Source: an optimization exercise on an open RTL-to-GDS flow (aim: small area and a short achievable clock period). Production flows keep margins and buffers that such runs may drop. The RTL was checked by simulation tests, not by an equivalence proof against the original design. Power and IR drop assume default switching activity.

==> flow/design.v <==
module ama_riscv_icache_resp #(
    parameter int unsigned SETS       = 16,
    parameter int unsigned LINE_WORDS = 4
) (
    input  logic                       clk,
    input  logic                       rst,
    input  logic                       imem_req_valid_i,
    output logic                       imem_req_ready_o,
    input  logic [31:0]                imem_req_data_i,
    output logic                       imem_rsp_valid_o,
    input  logic                       imem_rsp_ready_i,
    output logic [31:0]                imem_rsp_data_o,
    output logic                       mem_req_valid_o,
    input  logic                       mem_req_ready_i,
    output logic [31:0]                mem_req_data_o,
    input  logic                       mem_rsp_valid_i,
    output logic                       mem_rsp_ready_o,
    input  logic [32*LINE_WORDS-1:0]   mem_rsp_data_i,
    input  logic                       inv_all_i,
    output logic [31:0]                hit_cnt_o,
    output logic [31:0]                miss_cnt_o
);
    localparam int unsigned OFF_W  = $clog2(LINE_WORDS);
    localparam int unsigned IDX_W  = $clog2(SETS);
    localparam int unsigned TAG_W  = 32 - 2 - OFF_W - IDX_W;
    localparam int unsigned LINE_W = 32 * LINE_WORDS;
    logic               mreq_valid_q, mrsp_ready_q, refill_q, inv_pend_q;
    logic               rsp_valid_q;
    logic               acc_st_q;       
    logic               acc_free_q;     
    logic [SETS-1:0]    valid_q;
    logic [31:0]        hit_cnt_q, miss_cnt_q;
    logic [TAG_W-1:0]   addr_tag_q;
    logic [IDX_W-1:0]   addr_idx_q;
    logic [OFF_W-1:0]   addr_off_q;
    logic [31:0]        rsp_data_q;
    logic [TAG_W-1:0]   tag_q  [SETS];
    logic [LINE_W-1:0]  data_q [SETS];
    logic [TAG_W-1:0]   req_tag;
    logic [IDX_W-1:0]   req_idx;
    logic [OFF_W-1:0]   req_off;
    logic               unused_byte_off;
    assign req_tag         = imem_req_data_i[31 -: TAG_W];
    assign req_idx         = imem_req_data_i[2+OFF_W +: IDX_W];
    assign req_off         = imem_req_data_i[2 +: OFF_W];
    assign unused_byte_off = ^imem_req_data_i[1:0];
    logic req_ready, req_acc, lookup_hit, acc_hit, acc_miss;
    logic mreq_fire, mrsp_fire, rsp_hold;
    assign req_ready  = acc_free_q | (acc_st_q & imem_rsp_ready_i);
    assign req_acc    = imem_req_valid_i & req_ready;
    assign acc_hit    = req_acc & lookup_hit;
    assign acc_miss   = req_acc & ~lookup_hit;
    assign mreq_fire  = mreq_valid_q & mem_req_ready_i;
    assign mrsp_fire  = mrsp_ready_q & mem_rsp_valid_i;
    assign rsp_hold   = rsp_valid_q & ~imem_rsp_ready_i;
    logic [SETS-1:0]       idx_oh;
    logic [LINE_WORDS-1:0] off_oh;
    logic [31:0]           lookup_word, refill_word;
    always_comb begin
        for (int i = 0; i < int'(SETS); i++)
            idx_oh[i] = (req_idx == IDX_W'(i));
        for (int w = 0; w < int'(LINE_WORDS); w++)
            off_oh[w] = (req_off == OFF_W'(w));
        lookup_word = '0;
        for (int i = 0; i < int'(SETS); i++)
            for (int w = 0; w < int'(LINE_WORDS); w++)
                lookup_word = lookup_word |
                    ({32{idx_oh[i] & off_oh[w]}} & data_q[i][w*32 +: 32]);
        refill_word = mem_rsp_data_i[addr_off_q*32 +: 32];
    end
    logic [SETS-1:0] set_eq;
    always_comb begin
        for (int i = 0; i < int'(SETS); i++)
            set_eq[i] = valid_q[i] && (tag_q[i] == req_tag);
        lookup_hit = |(set_eq & idx_oh);
    end
    logic mreq_valid_d, mrsp_ready_d, refill_d, rsp_valid_d, acc_st_d;
    logic inv_clear;
    assign mreq_valid_d = acc_miss | (mreq_valid_q & ~mem_req_ready_i);
    assign mrsp_ready_d = mreq_fire | (mrsp_ready_q & ~mem_rsp_valid_i);
    assign refill_d     = mrsp_fire;
    assign rsp_valid_d  = acc_hit | mrsp_fire | (rsp_hold & ~acc_miss);
    assign acc_st_d     = ~(mreq_valid_d | mrsp_ready_d);
    assign inv_clear    = acc_st_q & (inv_all_i | (refill_q & inv_pend_q));
    always_ff @(posedge clk or posedge rst) begin
        if (rst) begin
            mreq_valid_q <= 1'b0;
            mrsp_ready_q <= 1'b0;
            refill_q     <= 1'b0;
            inv_pend_q   <= 1'b0;
            rsp_valid_q  <= 1'b0;
            acc_st_q     <= 1'b1;
            acc_free_q   <= 1'b1;
            valid_q      <= '0;
            hit_cnt_q    <= '0;
            miss_cnt_q   <= '0;
        end else begin
            mreq_valid_q <= mreq_valid_d;
            mrsp_ready_q <= mrsp_ready_d;
            refill_q     <= refill_d;
            inv_pend_q   <= ~refill_q & (inv_pend_q | (~acc_st_q & inv_all_i));
            rsp_valid_q  <= rsp_valid_d;
            acc_st_q     <= acc_st_d;
            acc_free_q   <= acc_st_d & ~rsp_valid_d;
            for (int i = 0; i < int'(SETS); i++) begin
                if (inv_clear)
                    valid_q[i] <= 1'b0;
                else if (mrsp_fire && addr_idx_q == IDX_W'(i))
                    valid_q[i] <= 1'b1;
            end
            if (acc_hit)
                hit_cnt_q <= hit_cnt_q + 32'd1;
            if (acc_miss)
                miss_cnt_q <= miss_cnt_q + 32'd1;
        end
    end
    always_ff @(posedge clk) begin
        if (acc_st_q) begin
            addr_tag_q <= req_tag;
            addr_idx_q <= req_idx;
            addr_off_q <= req_off;
        end
    end
    always_ff @(posedge clk) begin
        if (!rsp_hold)
            rsp_data_q <= mrsp_ready_q ? refill_word : lookup_word;
    end
    always_ff @(posedge clk) begin
        for (int i = 0; i < int'(SETS); i++) begin
            if (mrsp_ready_q && addr_idx_q == IDX_W'(i)) begin
                tag_q[i]  <= addr_tag_q;
                data_q[i] <= mem_rsp_data_i;
            end
        end
    end
    assign imem_req_ready_o = req_ready;
    assign imem_rsp_valid_o = rsp_valid_q;
    assign imem_rsp_data_o  = rsp_data_q;
    assign mem_req_valid_o  = mreq_valid_q;
    assign mem_req_data_o   = {addr_tag_q, addr_idx_q, (OFF_W+2)'(0)};
    assign mem_rsp_ready_o  = mrsp_ready_q;
    assign hit_cnt_o        = hit_cnt_q;
    assign miss_cnt_o       = miss_cnt_q;
endmodule
==> flow/flow/run.sh <==
#!/bin/bash
# The standard layout (the standard.sh, unchanged synthesis and steps), except that
# the port buffers that global placement inserts are plain buffers (buf_2) rather than
# the cell buffer_ports picks by default (a slow delay buffer).
set -euo pipefail
export BUFFER_PORTS_ARGS="-buffer_cell sky130_fd_sc_hd__buf_2"
bash standard.sh finish > standard_flow.log 2>&1
==> flow/standard.sh <==
#!/bin/bash
# synth_recipe.tcl (not shown) runs the flow's synth.tcl, then flattens the netlist and writes it again
# the make line also repeats each setting of config.mk as NAME=value (left out here)
make -C /OpenROAD-flow-scripts/flow DESIGN_CONFIG=/design/flow/config.mk WORK_HOME=/design/flow/orfs CLKGATE_MAP_FILE= SYNTH_SCRIPT=/design/flow/synth_recipe.tcl "${@:-finish}"
==> flow/config.mk <==
export PLATFORM = sky130hd
export DESIGN_NAME = ama_riscv_icache_resp
export DESIGN_NICKNAME = ama_riscv_icache_resp
export VERILOG_FILES = /design/flow/design.v
export SDC_FILE = /design/flow/constraint.sdc
export NUM_CORES = 4
export LEC_CHECK = 0
export CAP_MARGIN = 20
export CORE_MARGIN = 2
export CORE_UTILIZATION = 60
export CTS_BUF_LIST = sky130_fd_sc_hd__clkbuf_8 sky130_fd_sc_hd__clkbuf_16
export CTS_CLUSTER_DIAMETER = 100
export CTS_CLUSTER_SIZE = 30
export SETUP_SLACK_MARGIN = 2.2
export SLEW_MARGIN = 20
export TNS_END_PERCENT = 5
==> flow/constraint.sdc <==
create_clock -name core_clock -period 4.0 [get_ports {clk}]
set_input_delay 0.8000 -clock core_clock [delete_from_list [all_inputs] [get_ports {clk}]]
set_output_delay 0.8000 -clock core_clock [all_outputs]
set_load 0.01 [all_outputs]
==> results of run 1 <==
[cell type report]
class,count,area (sq um)
sequential,2581,77080
fill,9970,46110
multi-input combinational,2444,19590
timing repair buffer,959,10250
tap,2072,2592
clock buffer,96,2402
clock inverter,26,231.5
inverter,15,63.81
antenna,24,60.06
[state kept, by name, indices dropped and copies added, names as in the netlist]
register / cells
addr_idx_q: 4
rsp_valid_q: 1
refill_q: 1
hit_cnt_q: 32
addr_off_q: 2
data_q: 2048
miss_cnt_q: 32
mrsp_ready_q: 1
addr_tag_q: 24
valid_q: 16
tag_q: 384
inv_pend_q: 1
rsp_data_q: 32
acc_st_q: 1
mreq_valid_q: 1
acc_free_q: 1
[timing repair]
item / 4_1_cts / 5_1_grt
pin swaps: 141 / 103
setup buffers: 160 / 91
resized for setup: 276 / 258
endpoints found under the setup margin: 2707 / 2704
gates cloned: 22 / 19
[placed cells by master (no fill, tap or decap), types with 25 or more instances in the layout]
| master | n |
|---|---|
| nor2_4 | 90 |
| nor3_4 | 25 |
| dfrtp_1 | 84 |
| buf_12 | 191 |
| mux4_2 | 32 |
| a22oi_2 | 43 |
| buf_4 | 346 |
| clkbuf_16 | 111 |
| buf_6 | 78 |
| nand3_1 | 69 |
| nor2_1 | 70 |
| nand4_1 | 215 |
| a221oi_1 | 57 |
| xor2_1 | 98 |
| xnor2_1 | 342 |
| a22o_1 | 77 |
| nand2_1 | 187 |
| nor4_1 | 42 |
| buf_8 | 26 |
| a21oi_1 | 47 |
| edfxtp_1 | 2494 |
| inv_1 | 29 |
| buf_2 | 273 |
| a22oi_1 | 790 |
[worst paths after layout]
check	depth (start not counted)	startpoint	slack, ps	endpoint
max in group asynchronous	3	rst	3130	miss_cnt_q[16]
max reg2reg	12	tag_q[1][21]	1300	hit_cnt_q[15]
max	13	imem_req_data_i[7]	1250	hit_cnt_q[15]
min reg2reg	1	refill_q	440	inv_pend_q
min	2	rst	20	hit_cnt_q[30]
min in group core_clock	1	imem_req_data_i[3]	250	addr_off_q[1]
[per-stage QoR]
| step | total power [mW] | worst slack, ps |
|---|---|---|
| 2_1_floorplan | 34.87 | -1344 |
| 3_3_place_gp | 37.92 | 151.9 |
| 3_5_place_dp | 38.00 | 81.78 |
| 4_1_cts | 50.20 | 1316 |
| 5_1_grt | 51.79 | 1192 |
| 6_report | 50.86 | 1250 |
[logic make-up after synthesis]
logic type	after synthesis
flops	2581
simple gates	863
fa+ha+maj	2
compound gates	1094
xor+xnor	446
mux	34
buf+inv	298
other cells	1
[where the power goes]
part | total, mW | switching, mW | internal (mW)
Sequential | 32.2 | 0.597 | 31.6
Clock | 12.5 | 8.02 | 4.45
Combinational | 6.22 | 4.31 | 1.91
Total | 50.9 | 12.9 | 37.9
[per-layer routing]
layer,vias to the layer above,share of wire,GRT usage
li1,23107,-,-
met1,30995,0.34,0.5994
met4,24,0.060,0.2022
met3,1085,0.15,0.1059
met5,-,0.00048,0
met2,5778,0.45,0.6403
==> out/results.txt, run 1 <==
Area after DPL: 103,700 sq um
LEAKAGE: 36.73 nW
Root Driver: clkbuf_16
Critical path endpoint category: flip-flop
Final Hold Vio Count: 0
Die footprint: 162,800 sq um
First-pass GRT wire length: 471,300 um
Top cell family by delay on the critical path: simple AND/OR/NAND/NOR gates
Mapped Cells: 5,319
Post-layout nets: 6,266
PortBufs: 292
RePlAce Congestion: 0.8815
Area delta synth->final: 17.22%
Mapped Area: 95,780 sq um
DP Wirelength: 189,500 um
Synth cell count leaders: edfxtp_1 (2,494), a22oi_1 (833), xnor2_1 (348), nand4_1 (215), nand2_1 (192)
Initial antenna violation count: 42
EDFF count, synth: 2,494
Status: complete, no violations
Max rail drop VDD: 0.0004903 V
Vias per cell: 7.422
Max Cap Violations: 0
Cell variety after synth: 50
Fin crit share: 0.6874
Max Clock Skew: 41.49 ps
Peak Freq: 363.7 MHz
Setup TNS Final: 0 ps
Worst Setup Start Kind: input pin
Hold slack: 23.04 ps
Worst EP required: 4690 ps
Finished Layout Cells: 8,217
Worst min-delay path class: input pin to asynchronous set/reset pin
Ratio of cells with drive above 1 in the final layout: 0.2281
PD cells: 453.0 nW/um^2
Post-route cell area: 112,300 sq um
Placed Instances: 7,779
Synthesized flop and latch total: 2,581
Clock Latency Late Sink: 810 ps
IO Count: 299
Top cell type's share of synthesized area: 0.7820
Ys Warns: 3
Chip Width: 403.5 um
Simple-Gate Fraction of Synth Area: 0.04700
Crit-path cells: buf_12 > or4b_4 > or4_4 > nor3_4 > buf_4 > a22oi_2 > nand4_1 > buf_12 > o21ai_4 > buf_12 > buf_8 > nand3b_1 > xnor2_1
CP bufs+invs: 5
Vias: 60,989
Synth area leaders: edfxtp_1 (78%), a22oi_1 (6.5%), xnor2_1 (3.2%), dfrtp_1 (2.2%), nand4_1 (1.4%)
Syn Area/Cell: 18.01 sq um
CTS Buffer Depth: 3
Clock-pin slew on the worst setup and hold paths: 120 ps
CTS tree: yes
Post-Synth Adder-Cell Area: 0.0002613
Crit-path slowest cell: or4b_4
Synth Area in Compound Gates: 0.08690
Routed wire length: 356,300 um
Count leader, synth: edfxtp_1
RSZ-0062 raised after global routing: true
Num CTS Buffers: 96
Hold Buf Count CTS: 0
Initial Utilization: 0.6047
Most used cell, CP: buf_12
CORE AREA: 158,400 sq um
Largest fanout on the critical path: 5
Tot GR Track Use: 0.4281
Primary FF master, synth: edfxtp_1
Share of the yosys chip area belonging to registers: 0.8047
Max stage delay on crit path: 540 ps
Setup violators final: 0
Max-slew violation count: 0
Total grt overflow: 0
Average routed wire per standard cell: 43.36 um
Crit path kind: input pin to flip-flop
Worst-margin pin slew: 1053 ps
Post-synthesis xor/xnor area fraction: 0.04079
First-pass DRT Iterations: 6
Vias in the first global route: 55,148
Multiplexer share of the synthesized area: 0.007760
Row cnt: 146
Clock sinks: 2,581
Worst path arrival time: 3440 ps
Slew HR: 0.2958
ANT nets after route: 0
Tmin final: 2750 ps
H-tree depth: 3
Utilization after layout: 0.7089
Largest family of logic cells by synthesized area: compound AO/OA/AOI/OAI gates
Synth area leader: edfxtp_1
Pin count of the biggest net entering global routing: 88
DR DRC count: 0
Initial DRC Count: 11,851
Die height: 403.5 um
Asr flop ratio synth: 0.03371
==> run 2, diff against run 1 <==
--- a/flow/config.mk
+++ b/flow/config.mk
@@ -11,6 +11,6 @@
 export CTS_BUF_LIST = sky130_fd_sc_hd__clkbuf_8 sky130_fd_sc_hd__clkbuf_16
 export CTS_CLUSTER_DIAMETER = 100
 export CTS_CLUSTER_SIZE = 30
-export SETUP_SLACK_MARGIN = 2.2
+export SETUP_SLACK_MARGIN = 1.6
 export SLEW_MARGIN = 20
 export TNS_END_PERCENT = 5
==> run 2 against run 1 <==
Effect of this change:
- hold slack gained 2.7 ps
- register-to-register slack is essentially flat
- still clean on timing, DRC and antenna
- highest routed layer unchanged
- synthesized cell count is the same
- total power shrank 0.97%
- via count shrank 2.3%
- largest cell class unchanged
- critical path depth grew 2
==> out/results.txt, run 2 <==
Status: complete, no violations
Pin count of the biggest net entering global routing: 88 (unchanged)
Vias in the first global route: 54,610 (-0.98%)
Slew HR: 0.3236 (+0.02783)
Max Cap Violations: 0 (unchanged)
Most common cell after layout, fill and taps aside: edfxtp_1
Post-layout nets: 6,124 (-2.3%)
Global routing usage on met1: 0.5980 (-0.001313)
Ys Warns: 3 (unchanged)
Peak Freq: 367.4 MHz (+1.0%)
Hold Buf Count CTS: 0 (unchanged)
Synth cell count leaders: edfxtp_1 (2,494), a22oi_1 (833), xnor2_1 (348), nand4_1 (215), nand2_1 (192)
Global routing usage on met3: 0.09756 (-0.008348)
RSZ-0062 raised after global routing: true
Synth area leaders: edfxtp_1 (78%), a22oi_1 (6.5%), xnor2_1 (3.2%), dfrtp_1 (2.2%), nand4_1 (1.4%)
Synth area leader: edfxtp_1
DP Wirelength: 189,500 um (unchanged)
Mapped Cells: 5,319 (unchanged)
Total grt overflow: 0 (unchanged)
RePlAce Congestion: 0.8815 (unchanged)
DR DRC count: 0 (unchanged)
Share of the yosys chip area belonging to registers: 0.8047 (unchanged)
CTS tree: yes
Utilization after layout: 0.6901 (-0.01876)
Setup violators final: 0 (unchanged)
Vias: 59,596 (-2.3%)
Gr busiest metal: met2
Synthesized flop and latch total: 2,581 (unchanged)
Worst setup margin: 1278 ps (+27.73 ps)
Max rail drop VDD: 0.0004867 V (-0.74%)
LEAKAGE: 35.45 nW (-3.5%)
Asr flop ratio synth: 0.03371 (unchanged)
Primary FF master, synth: edfxtp_1
Routed wire length: 345,600 um (-3.0%)
First-pass GRT wire length: 466,200 um (-1.1%)
EDFF count, synth: 2,494 (unchanged)
Vias per cell: 7.386 (-0.49%)
Cell variety after synth: 50 (unchanged)
ANT nets after route: 0 (unchanged)
Reg2reg path depth: 12 (unchanged)
Most frequent cells in the layout: edfxtp_1 (2,494), a22oi_1 (827), xnor2_1 (343), buf_4 (329), buf_2 (275)
Average routed wire per standard cell: 42.83 um (-1.2%)
Area delta synth->final: 14.12%
Biggest regs: data_q x2048, tag_q x384
FF+latch area: 77,080 sq um (unchanged)
Initial DRC Count: 11,440 (-3.5%)
Worst Setup Start Kind: input pin
Ratio of cells with drive above 1 in the final layout: 0.1947 (-0.03339)
Mapped Area: 95,780 sq um (unchanged)
Clock Latency Late Sink: 810 ps (about the same)
PortBufs: 292 (unchanged)
Filler cells: 10,376 (+4.1%)
Die height: 403.5 um (unchanged)
CTS Buffer Depth: 3 (unchanged)
Setup TNS Final: 0 ps (unchanged)
Worst path arrival time: 3430 ps (about the same)
Largest Register: data_q
Fin crit share: 0.6805 (-0.006933)
Largest fanout on the critical path: 9 (+4)
IO Count: 299 (unchanged)
CORE AREA: 158,400 sq um (unchanged)
Die footprint: 162,800 sq um (unchanged)
Max FFs per register: 2,048 (unchanged)
Initial Utilization: 0.6047 (unchanged)
Root Driver: clkbuf_16
Post-route cell area: 109,300 sq um (-2.6%)
Tmin final: 2722 ps (-27.73 ps)
Clock sinks: 2,581 (unchanged)
Worst-margin pin slew: 1011 ps (-42.06 ps)
Chip Width: 403.5 um (unchanged)
Crit path kind: input pin to flip-flop
Finished Layout Cells: 8,069 (-1.8%)
PD cells: 460.8 nW/um^2 (+1.7%)
Multi-input gate area: 19,060 sq um (-2.7%)
Syn Area/Cell: 18.01 sq um (unchanged)
Setup WS pre-CTS: 81.78 ps (unchanged)
Worst EP required: 4710 ps (+20 ps)
First-pass DRT Iterations: 8 (+2)
Met2 usage: 0.6389 (-0.001387)
Row cnt: 146 (unchanged)
H-tree depth: 3 (unchanged)
Worst min-delay path class: input pin to asynchronous set/reset pin
Final Hold Vio Count: 0 (unchanged)
Top cell type's share of synthesized area: 0.7820 (unchanged)
Initial antenna violation count: 33 (-21%)
Max Clock Skew: 46.58 ps (+5.094 ps)
Critical path endpoint category: flip-flop
Clock-pin slew on the worst setup and hold paths: 120 ps (about the same)
Tot GR Track Use: 0.4229 (-0.005139)
Area after DPL: 103,700 sq um (unchanged)
Worst reg-to-reg setup slack: 1290 ps (about the same)
Max-slew violation count: 0 (unchanged)
Count leader, synth: edfxtp_1
Placed Instances: 7,779 (unchanged)
Num CTS Buffers: 96 (unchanged)
## run 2: kinds of logic after synthesis
group	after synthesis	synth area share
other	1	0.00003915
AND/OR/NAND/NOR	863	0.04700
flip-flops	2581	0.8047
AO/OA/AOI/OAI	1094	0.08690
XOR/XNOR	446	0.04079
buffers and inverters	298	0.01254
adder cells (fa/ha/maj)	2	0.0002612
multiplexers	34	0.007760
## run 2: worst paths after layout
check                                     from              to
max in group asynchronous                  rst  miss_cnt_q[17]
max                        imem_req_data_i[31]  miss_cnt_q[26]
min                                        rst   hit_cnt_q[30]
max reg2reg                       tag_q[1][21]   hit_cnt_q[19]
min reg2reg                           refill_q      inv_pend_q
min in group core_clock        mem_req_ready_i    mrsp_ready_q
## run 2: timing repair
| item | in CTS | in global routing |
|---|---|---|
| buffers inserted | 111 | 25 |
| pin swaps | 115 | 61 |
| gates resized for setup | 209 | 56 |
| endpoints found under the setup margin | 2478 | 1347 |
| cloned | 14 | 0 |
## run 2: metal layers
layer,up-vias,share of wire
met4,14,0.055
met5,-,0.00066
met1,30512,0.35
met2,5352,0.45
met3,909,0.14
li1,22809,-
## run 2: power breakdown
part           internal, mW  switching (mW)  total [mW]
Combinational          1.63            4.11        5.75
Sequential             31.6           0.599        32.2
Clock                  4.45            8.00        12.4
Total                  37.7            12.7        50.4
## run 2: layout make-up
class	instances	area share
Timing Repair Buffer	817	0.07166
Clock inverter	26	0.002118
Inverter	15	0.0005495
Antenna cell	18	0.0004121
Sequential cell	2581	0.7052
Clock buffer	96	0.02198
Multi-Input combinational cell	2444	0.1744
Tap cell	2072	0.02372
## run 2: metrics by stage
step	hold WS (ps)	power, mW
detailed placement	425.0	38.00
global route	59.27	51.31
finish	25.77	50.37
global placement	412.3	37.92
floorplan	403.6	34.87
CTS	19.14	50.07
## run 2: worst max-delay path, cell delays in order
cell	delay [ps]
buf_4	250
buf_4	260
xnor2_1	140
nand4_1	180
nor4_1	490
a22oi_2	150
nand4_1	190
buf_6	160
buf_6	100
nor3_4	30
buf_12	150
buf_12	130
buf_16	130
nand4_1	90
xnor2_1	140
==> run 3, diff against run 2 <==
--- a/flow/config.mk
+++ b/flow/config.mk
@@ -11,6 +11,7 @@
 export CTS_BUF_LIST = sky130_fd_sc_hd__clkbuf_8 sky130_fd_sc_hd__clkbuf_16
 export CTS_CLUSTER_DIAMETER = 100
 export CTS_CLUSTER_SIZE = 30
-export SETUP_SLACK_MARGIN = 1.6
+export GPL_TIMING_DRIVEN = 0
+export SETUP_SLACK_MARGIN = 1.9
 export SLEW_MARGIN = 20
 export TNS_END_PERCENT = 5
==> run 3 against run 2 <==
Effect of this change:
- via count increased by 12%
- register-to-register slack worse by 140 ps
- global-route usage is 7.6 points higher
- fmax shrank 8.6%
- core utilization grew 5.7 points
- hold slack better by 92 ps
- cell area increased by 8.3%
- synthesized cell count did not move
- non-clock buffer count up 493
==> out/results.txt, run 3 <==
Worst EP required: 4550 ps (-160 ps)
Tot GR Track Use: 0.4987 (+0.07578)
H-tree depth: 3 (unchanged)
LEAKAGE: 39.43 nW (+11%)
Clock Latency Late Sink: 790 ps (-20 ps)
Post-layout nets: 6,616 (+8.0%)
Chip Width: 403.5 um (unchanged)
Mapped Area: 95,780 sq um (unchanged)
First-pass DRT Iterations: 8 (unchanged)
Mapped Cells: 5,319 (unchanged)
Largest fanout on the critical path: 10 (+1)
Die footprint: 162,800 sq um (unchanged)
Synth cell count leaders: edfxtp_1 (2,494), a22oi_1 (833), xnor2_1 (348), nand4_1 (215), nand2_1 (192)
Post-route cell area: 118,400 sq um (+8.3%)
Finished Layout Cells: 8,629 (+6.9%)
Peak Freq: 335.7 MHz (-8.6%)
Count leader, synth: edfxtp_1
Vias in the first global route: 57,925 (+6.1%)
Worst Setup Start Kind: input pin
CTS tree: yes
Total grt overflow: 0 (unchanged)
Most frequent cells in the layout: edfxtp_1 (2,494), a22oi_1 (809), buf_4 (363), xnor2_1 (344), buf_2 (315)
RSZ-0062 raised after global routing: true
ANT nets after route: 0 (unchanged)
Vias per cell: 7.740 (+4.8%)
IO Count: 299 (unchanged)
Status: complete, no violations
Synth area leaders: edfxtp_1 (78%), a22oi_1 (6.5%), xnor2_1 (3.2%), dfrtp_1 (2.2%), nand4_1 (1.4%)
Critical path endpoint category: flip-flop
Primary FF master, synth: edfxtp_1
Setup violators final: 0 (unchanged)
Area delta synth->final: 23.63%
Crit path kind: input pin to flip-flop
DP Wirelength: 266,500 um (+41%)
Max Clock Skew: 40.01 ps (-6.575 ps)
Most common cell after layout, fill and taps aside: edfxtp_1
Total power draw: 52.10 mW (+3.4%)
Hold slack: 117.9 ps (+92.17 ps)
Ratio of cells with drive above 1 in the final layout: 0.2660 (+0.07127)
Pin count of the biggest net entering global routing: 51 (-42%)
Vias: 66,786 (+12%)
Initial DRC Count: 14,500 (+27%)
Hold Buf Count CTS: 0 (unchanged)
Root Driver: clkbuf_16
Share of the yosys chip area belonging to registers: 0.8047 (unchanged)
Row cnt: 146 (unchanged)
DR DRC count: 0 (unchanged)
EDFF count, synth: 2,494 (unchanged)
Num CTS Buffers: 96 (unchanged)
Routed wire length: 417,100 um (+21%)
Area after DPL: 107,100 sq um (+3.3%)
Slew HR: 0.4378 (+0.1141)
First-pass GRT wire length: 531,700 um (+14%)
Utilization after layout: 0.7476 (+0.05749)
Worst-margin pin slew: 843.4 ps (-167.4 ps)
Initial antenna violation count: 68 (+110%)
Synthesized flop and latch total: 2,581 (unchanged)
Average routed wire per standard cell: 48.33 um (+13%)
Max-slew violation count: 0 (unchanged)
CTS Buffer Depth: 3 (unchanged)
PortBufs: 292 (unchanged)
Fin crit share: 0.7447 (+0.06425)
Clock sinks: 2,581 (unchanged)
Ys Warns: 3 (unchanged)
Final Hold Vio Count: 0 (unchanged)
Tmin final: 2979 ps (+257.0 ps)
Worst path arrival time: 3520 ps (+90 ps)
Setup TNS Final: 0 ps (unchanged)
Worst setup margin: 1021 ps (-257.0 ps)
Die height: 403.5 um (unchanged)
PD cells: 440.0 nW/um^2 (-4.5%)
RePlAce Congestion: 0.9191 (+4.3%)
Max rail drop VDD: 0.0004496 V (-7.6%)
Asr flop ratio synth: 0.03371 (unchanged)
Initial Utilization: 0.6047 (unchanged)
Synth area leader: edfxtp_1
Max FFs per register: 2,048 (unchanged)
Filler cells: 9,170 (-12%)
Worst reg-to-reg setup slack: 1150 ps (-140 ps)
Syn Area/Cell: 18.01 sq um (unchanged)
Placed Instances: 7,998 (+2.8%)
Top cell type's share of synthesized area: 0.7820 (unchanged)
CORE AREA: 158,400 sq um (unchanged)
Clock-pin slew on the worst setup and hold paths: 120 ps (about the same)
Cell variety after synth: 50 (unchanged)
Max Cap Violations: 0 (unchanged)
Biggest regs: data_q x2048, tag_q x384
Largest Register: data_q
Worst min-delay path class: input pin to asynchronous set/reset pin
Setup WS pre-CTS: -1480 ps (-1561 ps)
run 3: worst paths after layout:
check                                     from             end  cells past startpoint
max                         imem_req_data_i[5]   rsp_data_q[8]                     11
min                                        rst   hit_cnt_q[31]                      2
max reg2reg                       mrsp_ready_q   data_q[1][17]                     12
min reg2reg                           refill_q      inv_pend_q                      1
max in group asynchronous                  rst  miss_cnt_q[28]                      3
min in group core_clock    imem_req_data_i[16]   addr_tag_q[8]                      1
run 3: layer usage:
| metal | vias to the layer above | GRT usage | routed length (um) |
|---|---|---|---|
| met3 | 1931 | 0.2213 | 78680 |
| li1 | 23925 | - | - |
| met5 | - | 0 | 437 |
| met4 | 48 | 0.3436 | 37000 |
| met1 | 32899 | 0.6335 | 128200 |
| met2 | 7983 | 0.6898 | 172700 |
run 3: logic make-up (layout without fill, tap and decap cells):
logic type	after synthesis	in the layout	synth area share
buffers and inverters	298	1447	0.01254
AOI/OAI and AO/OA	1094	1094	0.08690
other	1	90	0.00003915
xor gates and xnor gates	446	446	0.04079
adders and majority gates	2	2	0.0002612
and+or+nand+nor	863	863	0.04700
DFF	2581	2581	0.8047
muxes	34	34	0.007760
run 3: final cells by class:
cell class                      instances  area [sq um]  area share
Clock buffer                           96          2402     0.02029
Clock inverter                         26         187.7    0.001585
Multi-Input combinational cell       2443         19710      0.1664
Antenna cell                           86         215.2    0.001818
Sequential cell                      2581         77080      0.6510
Tap cell                             2072          2592     0.02190
Timing Repair Buffer                 1027         12960      0.1095
Inverter                               15         73.82   0.0006235
Buffer                                283          3186     0.02690
run 3: repair_timing:
| item | in CTS | in global routing |
|---|---|---|
| pin swaps | 121 | 107 |
| cloned | 14 | 21 |
| setup endpoints to repair | 2675 | 2636 |
| resized for setup | 715 | 281 |
| buffers inserted | 217 | 171 |
run 3: power breakdown:
group	switching, mW	total, mW	leakage (nW)	internal [mW]
logic	4.97	7.46	14.4	2.50
registers	0.560	32.1	23.7	31.6
clock network	8.09	12.5	1.34	4.43
run 3: worst max-delay path, stage by stage:
cell	delay (ps)
buf_12	120
buf_4	130
nand4bb_4	350
nor2_4	390
clkbuf_2	200
buf_12	210
buf_4	520
a222oi_1	170
nand4_1	150
nor4_2	70
a21oi_2	360
==> run 4, diff against run 3 <==
--- a/flow/design.v
+++ b/flow/design.v
@@ -68,12 +68,21 @@
                     ({32{idx_oh[i] & off_oh[w]}} & data_q[i][w*32 +: 32]);
         refill_word = mem_rsp_data_i[addr_off_q*32 +: 32];
     end
-    logic [SETS-1:0] set_eq;
-    always_comb begin
-        for (int i = 0; i < int'(SETS); i++)
-            set_eq[i] = valid_q[i] && (tag_q[i] == req_tag);
-        lookup_hit = |(set_eq & idx_oh);
-    end
+    logic [SETS-1:0] set_eq, hit_idx_oh;
+    for (genvar i = 0; i < int'(SETS); i++) begin : g_cmp
+        ama_riscv_icache_tag_eq #(.W(TAG_W)) u_eq (
+            .a(tag_q[i]), .b(req_tag), .eq(set_eq[i])
+        );
+    end
+    ama_riscv_icache_dec #(.W(IDX_W)) u_hit_dec (.sel(req_idx), .oh(hit_idx_oh));
+    logic [SETS/4-1:0] hit_grp_n;
+    for (genvar g = 0; g < int'(SETS/4); g++) begin : g_hit
+        ama_riscv_icache_hit_sel4 u_sel (
+            .eq(set_eq[4*g +: 4]), .valid(valid_q[4*g +: 4]),
+            .oh(hit_idx_oh[4*g +: 4]), .hit_n(hit_grp_n[g])
+        );
+    end
+    assign lookup_hit = ~&hit_grp_n;
     logic mreq_valid_d, mrsp_ready_d, refill_d, rsp_valid_d, acc_st_d;
     logic inv_clear;
     assign mreq_valid_d = acc_miss | (mreq_valid_q & ~mem_req_ready_i);
@@ -82,6 +91,9 @@
     assign rsp_valid_d  = acc_hit | mrsp_fire | (rsp_hold & ~acc_miss);
     assign acc_st_d     = ~(mreq_valid_d | mrsp_ready_d);
     assign inv_clear    = acc_st_q & (inv_all_i | (refill_q & inv_pend_q));
+    logic [31:0] hit_cnt_inc, miss_cnt_inc;
+    ama_riscv_icache_inc32 u_hit_inc  (.q(hit_cnt_q),  .q1(hit_cnt_inc));
+    ama_riscv_icache_inc32 u_miss_inc (.q(miss_cnt_q), .q1(miss_cnt_inc));
     always_ff @(posedge clk or posedge rst) begin
         if (rst) begin
             mreq_valid_q <= 1'b0;
@@ -109,9 +121,9 @@
                     valid_q[i] <= 1'b1;
             end
             if (acc_hit)
-                hit_cnt_q <= hit_cnt_q + 32'd1;
+                hit_cnt_q <= hit_cnt_inc;
             if (acc_miss)
-                miss_cnt_q <= miss_cnt_q + 32'd1;
+                miss_cnt_q <= miss_cnt_inc;
         end
     end
     always_ff @(posedge clk) begin
@@ -142,3 +154,54 @@
     assign hit_cnt_o        = hit_cnt_q;
     assign miss_cnt_o       = miss_cnt_q;
 endmodule
+module ama_riscv_icache_tag_eq #(
+    parameter int unsigned W = 24
+) (
+    input  logic [W-1:0] a,
+    input  logic [W-1:0] b,
+    output logic         eq
+);
+    localparam int unsigned G = (W + 3) / 4;
+    logic [G-1:0] grp;
+    for (genvar g = 0; g < int'(G); g++) begin : g_grp
+        localparam int unsigned LO = 4 * g;
+        localparam int unsigned HI = (4 * g + 3 < W) ? 4 * g + 3 : W - 1;
+        ama_riscv_icache_eq4 #(.W(HI - LO + 1)) u_eq4 (
+            .a(a[HI:LO]), .b(b[HI:LO]), .eq(grp[g])
+        );
+    end
+    assign eq = &grp;
+endmodule
+module ama_riscv_icache_eq4 #(
+    parameter int unsigned W = 4
+) (
+    input  logic [W-1:0] a,
+    input  logic [W-1:0] b,
+    output logic         eq
+);
+    assign eq = (a == b);
+endmodule
+module ama_riscv_icache_dec #(
+    parameter int unsigned W = 4
+) (
+    input  logic [W-1:0]      sel,
+    output logic [(1<<W)-1:0] oh
+);
+    always_comb
+        for (int i = 0; i < (1 << W); i++)
+            oh[i] = (sel == W'(i));
+endmodule
+module ama_riscv_icache_hit_sel4 (
+    input  logic [3:0] eq,
+    input  logic [3:0] valid,
+    input  logic [3:0] oh,
+    output logic       hit_n
+);
+    assign hit_n = ~|(eq & valid & oh);
+endmodule
+module ama_riscv_icache_inc32 (
+    input  logic [31:0] q,
+    output logic [31:0] q1
+);
+    assign q1 = q + 32'd1;
+endmodule
--- a/flow/config.mk
+++ b/flow/config.mk
@@ -9,9 +9,9 @@
 export CORE_MARGIN = 2
 export CORE_UTILIZATION = 60
 export CTS_BUF_LIST = sky130_fd_sc_hd__clkbuf_8 sky130_fd_sc_hd__clkbuf_16
-export CTS_CLUSTER_DIAMETER = 100
-export CTS_CLUSTER_SIZE = 30
-export GPL_TIMING_DRIVEN = 0
-export SETUP_SLACK_MARGIN = 1.9
+export CTS_CLUSTER_DIAMETER = 80
+export CTS_CLUSTER_SIZE = 24
+export SETUP_SLACK_MARGIN = 2.5
 export SLEW_MARGIN = 20
+export SYNTH_HIERARCHICAL = 1
 export TNS_END_PERCENT = 5
==> run 4 against run 3 <==
Effect of this change:
- still clean
- flip-flop and latch count did not move
- die area increased by 2.8%
- cell count down 0.65%
- critical endpoint is now miss_cnt_q[26]
- highest routed layer unchanged
==> out/results.txt, run 4 <==
Cell variety after synth: 81 (+62%)
Area after DPL: 106,100 sq um (-0.96%)
Ratio of cells with drive above 1 in the final layout: 0.2420 (-0.02394)
Tot GR Track Use: 0.4114 (-0.08732)
Pin count of the biggest net entering global routing: 94 (+84%)
Initial antenna violation count: 28 (-59%)
Worst EP required: 4690 ps (+140 ps)
Largest Register: data_q
Die footprint: 167,500 sq um (+2.8%)
Status: complete, no violations
CTS Buffer Depth: 3 (unchanged)
CORE AREA: 163,000 sq um (+2.9%)
Vias in the first global route: 57,327 (-1.0%)
ANT nets after route: 0 (unchanged)
Initial Utilization: 0.6046 (about the same)
Worst reg-to-reg setup slack: 1150 ps (about the same)
Max Clock Skew: 25.99 ps (-14.01 ps)
Setup TNS Final: 0 ps (unchanged)
Max rail drop VDD: 0.0004656 V (+3.6%)
Worst setup margin: 1155 ps (+133.4 ps)
DP Wirelength: 196,000 um (-26%)
Worst path arrival time: 3530 ps (about the same)
Count leader, synth: edfxtp_1
Worst Setup Start Kind: flip-flop
Post-layout nets: 6,486 (-2.0%)
Slew HR: 0.3083 (-0.1294)
Primary FF master, synth: edfxtp_1
Ys Warns: 12 (+9)
Hold slack: 117.4 ps (-0.5670 ps)
Asr flop ratio synth: 0.03371 (unchanged)
Largest fanout on the critical path: 8 (-2)
Tmin final: 2845 ps (-133.4 ps)
Initial DRC Count: 10,561 (-27%)
Critical path endpoint category: flip-flop
CTS tree: yes
RePlAce Congestion: 0.9026 (-1.8%)
Root Driver: clkbuf_16
EDFF count, synth: 2,494 (unchanged)
Top cell type's share of synthesized area: 0.7601 (-0.02186)
Routed wire length: 347,800 um (-17%)
Chip Width: 409.2 um (+1.4%)
Clock-pin slew on the worst setup and hold paths: 90 ps (-30 ps)
Share of the yosys chip area belonging to registers: 0.7822 (-0.02249)
Setup WS pre-CTS: -88.14 ps (+1391 ps)
Average routed wire per standard cell: 40.57 um (-16%)
Total grt overflow: 0 (unchanged)
Hold Buf Count CTS: 0 (unchanged)
Fin crit share: 0.7114 (-0.03335)
LEAKAGE: 38.45 nW (-2.5%)
H-tree depth: 4 (+1)
Mapped Cells: 5,484 (+3.1%)
Most frequent cells in the layout: edfxtp_1 (2,494), a22oi_1 (823), buf_4 (410), xor2_1 (390), buf_2 (278)
Num CTS Buffers: 135 (+41%)
Max-slew violation count: 0 (unchanged)
Synth area leader: edfxtp_1
Vias: 61,523 (-7.9%)
Worst-margin pin slew: 1038 ps (+194.2 ps)
First-pass GRT wire length: 472,500 um (-11%)
Synth cell count leaders: edfxtp_1 (2,494), a22oi_1 (839), xor2_1 (390), nand4_1 (197), nand2_1 (152)
IO Count: 299 (unchanged)
First-pass DRT Iterations: 6 (-2)
Worst min-delay path class: input pin to asynchronous set/reset pin
Mapped Area: 98,530 sq um (+2.9%)
Most common cell after layout, fill and taps aside: edfxtp_1
Peak Freq: 351.4 MHz (+4.7%)
PD cells: 467.7 nW/um^2 (+6.3%)
Final Hold Vio Count: 0 (unchanged)
PortBufs: 292 (unchanged)
Die height: 409.2 um (+1.4%)
Vias per cell: 7.176 (-7.3%)
Biggest regs: data_q x2048, tag_q x384
R2r startpoint: tag_q[2][17]
Synth area leaders: edfxtp_1 (76%), a22oi_1 (6.4%), xor2_1 (3.5%), dfrtp_1 (2.2%), nand4_1 (1.3%)
Row cnt: 148 (+1.4%)
Crit. Startpoint: tag_q[2][17]
Total power draw: 53.75 mW (+3.2%)
Crit path kind: flip-flop to flip-flop
Max Cap Violations: 0 (unchanged)
Setup violators final: 0 (unchanged)
DR DRC count: 0 (unchanged)
Synthesized flop and latch total: 2,581 (unchanged)
Post-route cell area: 114,900 sq um (-2.9%)
Area delta synth->final: 16.64%
Clock Latency Late Sink: 810 ps (+20 ps)
RSZ-0062 raised after global routing: true
Max FFs per register: 2,048 (unchanged)
Clock sinks: 2,581 (unchanged)
Syn Area/Cell: 17.97 sq um (-0.22%)
[run 4: changes by cell type after synthesis, moves of 75 or more]
| cell | change |
|---|---|
| xnor2_1 | -294 |
| xor2_1 | +292 |
| nor4_2 | +94 |
| and3_1 | +77 |
| clkbuf_1 | -76 |
| mux2_2 | +75 |
[run 4: per-layer routing]
| metal | wire length, um | part of all wire | GRT usage | vias to the layer above |
|---|---|---|---|---|
| li1 | - | - | - | 23985 |
| met1 | 119500 | 0.34 | 0.5544 | 31264 |
| met2 | 156100 | 0.45 | 0.6183 | 5164 |
| met3 | 48440 | 0.14 | 0.1108 | 1094 |
| met4 | 23630 | 0.068 | 0.2209 | 16 |
| met5 | 107 | 0.00031 | 0 | - |
[run 4: final timing paths]
check,cells past startpoint,end
worst max-delay path,13,miss_cnt_q[26]
worst min-delay path,2,hit_cnt_q[31]
worst max register to register,13,miss_cnt_q[26]
worst min register to register,1,inv_pend_q
max in group asynchronous,3,miss_cnt_q[2]
min in group core_clock,2,mreq_valid_q
[run 4: kinds of logic after synthesis]
family,Yosys count,share of synthesized area
other,1,0.00003806
flip-flops,2581,0.7822
multiplexers,145,0.01977
adder cells (fa/ha/maj),2,0.0002539
XOR/XNOR,444,0.03947
AND/OR/NAND/NOR,984,0.06424
buffers and inverters,267,0.01356
AO/OA/AOI/OAI,1060,0.08045
[run 4: through the flow]
| stage | utilization | instances |
|---|---|---|
| after floorplan | - | 5487 |
| after global placement | 0.6505 | 8077 |
| after detailed placement | 0.6508 | 8079 |
| after CTS | 0.7003 | 8501 |
| after global routing | 0.7051 | 8563 |
| final | 0.7053 | 8573 |
[run 4: area by class of cell]
type	instances	area, sq um
antenna	14	35.03
clock buffer	141	3528
clock inverter	63	573.1
fill	10439	48030
inverter	10	41.29
multi-input combinational	2640	21450
sequential	2581	77080
tap	2175	2721
timing repair buffer	949	9502
[run 4: what timing repair did]
| action | CTS | global route |
|---|---|---|
| setup endpoints to repair | 2724 | 2729 |
| pin swaps | 111 | 9 |
| buffers inserted | 192 | 50 |
| gates cloned | 26 | 8 |
| resized for setup | 287 | 40 |
[run 4: Yosys stat by module (local to each module, per instance), a selection]
module	copies in the design	cells inside	flip-flops and latches	area, sq um
ama_riscv_icache_resp	1	4742	2581	92020
ama_riscv_icache_inc32	2	87	0	651.9
ama_riscv_icache_hit_sel4	4	5	0	35.03
[run 4: critical path: stages (launching register included)]
cell and delay, ps:
edfxtp_1 380, xor2_1 160, nor4_2 420, nand4_1 290, nor2_1 220, nand3_1 100
nand2_1 120, a311oi_2 60, nand4_1 120, buf_6 130, or2_4 180, buf_6 130
buf_16 130, mux2_4 300
[run 4: where the power goes]
group	total [mW]	internal [mW]	switching (mW)
logic	5.98	1.91	4.07
registers	32.3	31.6	0.710
clock network	15.5	6.79	8.67

-- re-timing with driven ports --
In the flow no input, the clock included, has a driving cell. The finished layouts below were timed again as built, in two steps. Step 1 (the two cells are an assumption about what drives the block):
set clk [get_ports {clk}]
set_driving_cell -lib_cell sky130_fd_sc_hd__clkbuf_16 $clk
set_driving_cell -lib_cell sky130_fd_sc_hd__buf_2 [delete_from_list [all_inputs] $clk]
Step 2 also shifts input and output timing later by t, the mid clock arrival at the registers, as if the neighbouring blocks saw the same clock. Slacks: ideal ports / drivers / drivers and shift; pairs: ideal ports / drivers.
| run | t (ns) | setup slack, ns | hold slack, ns | slew at the worst register clock pin (ns) | pins driven straight from the clock port |
|---|---|---|---|---|---|
| run 1 | 0.877 | 1.250 / 1.220 / 0.344 | 0.023 / -0.041 / 0.436 | 0.12 / 0.12 | 1 |
| run 2 | 0.873 | 1.278 / 1.271 / 0.398 | 0.026 / -0.046 / 0.429 | 0.12 / 0.12 | 1 |
| run 3 | 0.871 | 1.021 / 1.060 / 0.189 | 0.118 / 0.045 / 0.451 | 0.12 / 0.12 | 1 |
| run 4 | 0.883 | 1.155 / 1.155 / 0.348 | 0.117 / 0.053 / 0.441 | 0.10 / 0.10 | 1 |
After both steps setup and hold are still met in every run listed. For run 1, which loses most, drivers alone change the setup slack by -0.030 ns; drivers and shift together by -0.906 ns.
